Context: an optimization exercise on an open-source flow, tuned for small area. The choices shown serve that exercise and are no tape-out recipe.
Only simulation tests tie the RTL to the original design; equivalence was not proved.
The flow treats the clock pin as an ideal source, which a real chip does not have.

==> flow/design.v <==
module sd_block_writer #(
  parameter logic [31:0] START_ADR = 32'h0010_0000,
  parameter logic [31:0] STOP_ADR  = 32'h0010_4000,
  parameter logic [7:0]  PAD_BYTE  = 8'h80
) (
  input  logic        clk,
  input  logic        reset,
  input  logic        start,
  input  logic        flush,
  input  logic [7:0]  in_data,
  input  logic        in_valid,
  output logic        in_ready,
  input  logic        sd_ready,
  input  logic        sd_ready_for_next_byte,
  output logic        sd_wr,
  output logic [7:0]  sd_din,
  output logic [31:0] sd_adr,
  output logic        busy,
  output logic        done,
  output logic [15:0] blocks_written,
  output logic        overflow
);
  localparam int NBLK = (STOP_ADR - START_ADR + 32'd511) / 32'd512;
  localparam int KW   = (NBLK < 2)    ? 1  : (NBLK < 4)    ? 2  : (NBLK < 8)     ? 3  : (NBLK < 16)    ? 4  :
                        (NBLK < 32)   ? 5  : (NBLK < 64)   ? 6  : (NBLK < 128)   ? 7  : (NBLK < 256)   ? 8  :
                        (NBLK < 512)  ? 9  : (NBLK < 1024) ? 10 : (NBLK < 2048)  ? 11 : (NBLK < 4096)  ? 12 :
                        (NBLK < 8192) ? 13 : (NBLK < 16384) ? 14 : (NBLK < 32768) ? 15 : 16;
  localparam logic [3:0] S_IDLE       = 4'd0;
  localparam logic [3:0] S_FILL       = 4'd1;
  localparam logic [3:0] S_PAD        = 4'd2;
  localparam logic [3:0] S_WAIT_READY = 4'd3;
  localparam logic [3:0] S_ISSUE      = 4'd4;
  localparam logic [3:0] S_STREAM     = 4'd5;
  localparam logic [3:0] S_WAIT_DONE  = 4'd6;
  localparam logic [3:0] S_NEXT       = 4'd7;
  localparam logic [3:0] S_DONE       = 4'd8;
  logic [3:0]    r_state;
  logic [3:0]    w_state_nxt;
  logic [7:0]    r_buf [0:511];    
  logic [8:0]    r_cnt;            
  logic [7:0]    r_dout;
  logic [KW-1:0] r_blk;            
  logic          r_started;        
  logic          r_ovf;
  logic          r_flushed;
  logic          r_rfnb_prev;
  logic          w_accept;
  logic          w_edge;
  logic          w_shift;
  logic [7:0]    w_tail;
  logic          w_rot;
  logic          r_phase;          
  logic          w_last;
  logic          w_zero;
  logic          w_first;
  assign w_accept = (r_state == S_FILL) && in_valid;
  assign w_edge   = (r_state == S_STREAM) && sd_ready_for_next_byte && !r_rfnb_prev;
  assign w_last   = (r_cnt == 9'd511);
  assign w_zero   = (r_cnt == 9'd0);
  assign w_first  = (r_state == S_WAIT_READY) && w_zero;
  always_comb begin
    w_state_nxt = r_state;
    in_ready    = 1'b0;
    sd_wr       = 1'b0;
    busy        = 1'b1;
    done        = 1'b0;
    w_shift     = 1'b0;
    w_tail      = in_data;
    w_rot       = 1'b0;
    case (r_state)
      S_IDLE: begin
        busy = 1'b0;
        if (start) w_state_nxt = S_FILL;
      end
      S_FILL: begin
        in_ready = 1'b1;
        w_shift  = in_valid;
        if (w_accept && w_last)       w_state_nxt = S_WAIT_READY;
        else if (flush) begin
          if (r_cnt == 9'd0 && !w_accept) w_state_nxt = S_DONE;
          else                            w_state_nxt = S_PAD;
        end
      end
      S_PAD: begin
        w_shift = 1'b1;
        w_tail  = PAD_BYTE;
        if (w_last) w_state_nxt = S_WAIT_READY;
      end
      S_WAIT_READY: begin
        w_shift = w_first;
        w_rot   = 1'b1;
        if (sd_ready) w_state_nxt = S_ISSUE;
      end
      S_ISSUE: begin
        sd_wr = 1'b1;
        if (!sd_ready) w_state_nxt = S_STREAM;
      end
      S_STREAM: begin
        w_shift = w_edge;
        w_rot   = 1'b1;
        if (w_edge && w_zero) w_state_nxt = S_WAIT_DONE;
      end
      S_WAIT_DONE: begin
        if (sd_ready) w_state_nxt = S_NEXT;
      end
      S_NEXT: begin
        if (r_flushed || r_blk >= KW'(NBLK - 1)) w_state_nxt = S_DONE;
        else                                     w_state_nxt = S_FILL;
      end
      S_DONE: begin
        busy        = 1'b0;
        done        = 1'b1;
        w_state_nxt = S_IDLE;
      end
      default: begin
        busy        = 1'b0;
        w_state_nxt = S_IDLE;
      end
    endcase
  end
  logic [4095:0] w_buf_q;
  logic [4095:0] w_buf_in;
  logic [4095:0] w_buf_d;
  logic          w_keep;
  assign w_keep = !w_shift;
  always_comb begin
    for (int i = 0; i < 512; i++) w_buf_q[8*i +: 8] = r_buf[i];
    w_buf_in[7:0] = w_rot ? r_buf[511] : (w_tail ^ {8{r_phase}});
    for (int i = 1; i < 512; i++) w_buf_in[8*i +: 8] = r_buf[i-1];
  end
  sd_block_writer_pick #(.W(4096)) u_pick (
    .a(w_buf_in), .not_a(w_keep), .b(w_buf_q), .not_b(w_shift), .y_n(w_buf_d)
  );
  always_ff @(posedge clk) begin
    for (int i = 0; i < 512; i++) r_buf[i] <= w_buf_d[8*i +: 8];
  end
  always_ff @(posedge clk) begin
    if (reset) r_phase <= 1'b0;
    else       r_phase <= !r_phase;
  end
  always_ff @(posedge clk) begin
    if (reset)
      r_dout <= 8'h00;
    else if (w_shift && (r_state == S_WAIT_READY || r_state == S_STREAM))
      r_dout <= r_buf[511] ^ {8{r_phase}};
  end
  always_ff @(posedge clk) begin
    if (reset) begin
      r_state     <= S_IDLE;
      r_cnt       <= 9'd0;
      r_blk       <= '0;
      r_started   <= 1'b0;
      r_ovf       <= 1'b0;
      r_flushed   <= 1'b0;
      r_rfnb_prev <= 1'b0;
    end else begin
      r_state     <= w_state_nxt;
      r_rfnb_prev <= sd_ready_for_next_byte;
      r_cnt       <= r_cnt + {8'd0, w_shift && !(w_edge && w_zero)};
      if (busy && in_valid && !in_ready) r_ovf <= 1'b1;
      case (r_state)
        S_IDLE: begin
          if (start) begin
            r_started <= 1'b1;
            r_blk     <= '0;
            r_ovf     <= 1'b0;
            r_flushed <= 1'b0;
          end
        end
        S_FILL: begin
          if (flush && (w_accept || r_cnt != 9'd0)) r_flushed <= 1'b1;
        end
        S_NEXT:   r_blk <= r_blk + 1'b1;
        default: ;
      endcase
    end
  end
  assign sd_din         = r_dout;
  assign sd_adr         = (r_started ? START_ADR : 32'd0) + {r_blk, 9'd0};
  assign blocks_written = 16'(r_blk);
  assign overflow       = r_ovf;
endmodule
module sd_block_writer_pick #(
  parameter int W = 8
) (
  input  logic [W-1:0] a,
  input  logic         not_a,
  input  logic [W-1:0] b,
  input  logic         not_b,
  output logic [W-1:0] y_n
);
  assign y_n = ~((a | {W{not_a}}) & (b | {W{not_b}}));
endmodule
export LEC_CHECK = 0
export CAP_MARGIN = 0
export CORE_MARGIN = 2
export CORE_UTILIZATION = 70
export PLACE_DENSITY = 0.85
export SLEW_MARGIN = 0
export SYNTH_HIERARCHICAL = 1
export SYNTH_MEMORY_MAX_BITS = 8192
create_clock -name core_clock -period 10.0 [get_ports {clk}]
standard.sh (not shown) runs the stock make flow with config.mk's settings and CLKGATE_MAP_FILE= SYNTH_SCRIPT=/design/flow/synth_recipe.tcl, a recipe that flattens the netlist after the stock synthesis.
==> flow/flow/run.sh <==
#!/bin/bash
# Standard layout, except:
# - the clock tree: flow/cts_tree.tcl builds it before ORFS's CTS step (recursive bisection of the
#   registers into compact groups, one buffer per group, level by level), and TritonCTS, limited
#   to the clock port's net, then finds only the root buffer on it and leaves the tree alone;
# - the port buffers are the smallest buffer, buf_1.
set -euo pipefail
CT_LEAF_N=21 CT_TREE_N=24 CT_SLEW=0.122 bash standard.sh \
  "BUFFER_PORTS_ARGS=-buffer_cell sky130_fd_sc_hd__buf_1" \
  "PRE_CTS_TCL=$PWD/flow/cts_tree.tcl" \
  "CTS_ARGS=-clk_nets clk -sink_clustering_enable -dont_use_dummy_load -buf_list sky130_fd_sc_hd__clkbuf_16" \
  finish > standard_flow.log 2>&1
Other scripts of this flow, unchanged in this note and not shown: flow/flow/cts_tree.tcl
Then changed:
--- a/flow/design.v
+++ b/flow/design.v
@@ -134,8 +134,5 @@
   always_ff @(posedge clk) begin
     for (int i = 0; i < 512; i++) r_buf[i] <= w_buf_d[8*i +: 8];
-  end
-  always_ff @(posedge clk) begin
-    if (reset) r_phase <= 1'b0;
-    else       r_phase <= !r_phase;
+    r_phase <= !r_phase;
   end
   always_ff @(posedge clk) begin
Effect: The new run produced a clean layout; final area stays flat; global-route usage stays flat; clock skew grows by 0.012 ns; flip-flop and latch count is unchanged; synthesized cell count hardly moves; area after synthesis is about the same.

-- what the ideal ports hide --
No port has a modelled driver above. Below, the same layouts with a new extraction and two added sets of constraints. Step 1 sets driving cells, clkbuf_16 on the clock port and buf_2 on the other inputs (assumed; they add their load-dependent delay and slew). Step 2 moves the port delays by t, midway between the first and last clock arrival at a register: inputs arrive t later, outputs are due t later. That takes back most of the time a late clock gives input paths. a / b / c = ideal / step 1 / step 2; a / b = the first two.
run | t, ns | slack for setup (ns) | pins driven straight from the clock port
the first run | 0.889 | 4.460 / 4.522 / 3.634 | 1
the second run | 0.882 | 4.758 / 4.817 / 3.935 | 1
After both steps every run listed still meets setup and hold. For the first run, which loses most, drivers alone change the setup slack by +0.062 ns; drivers and shift together by -0.826 ns.
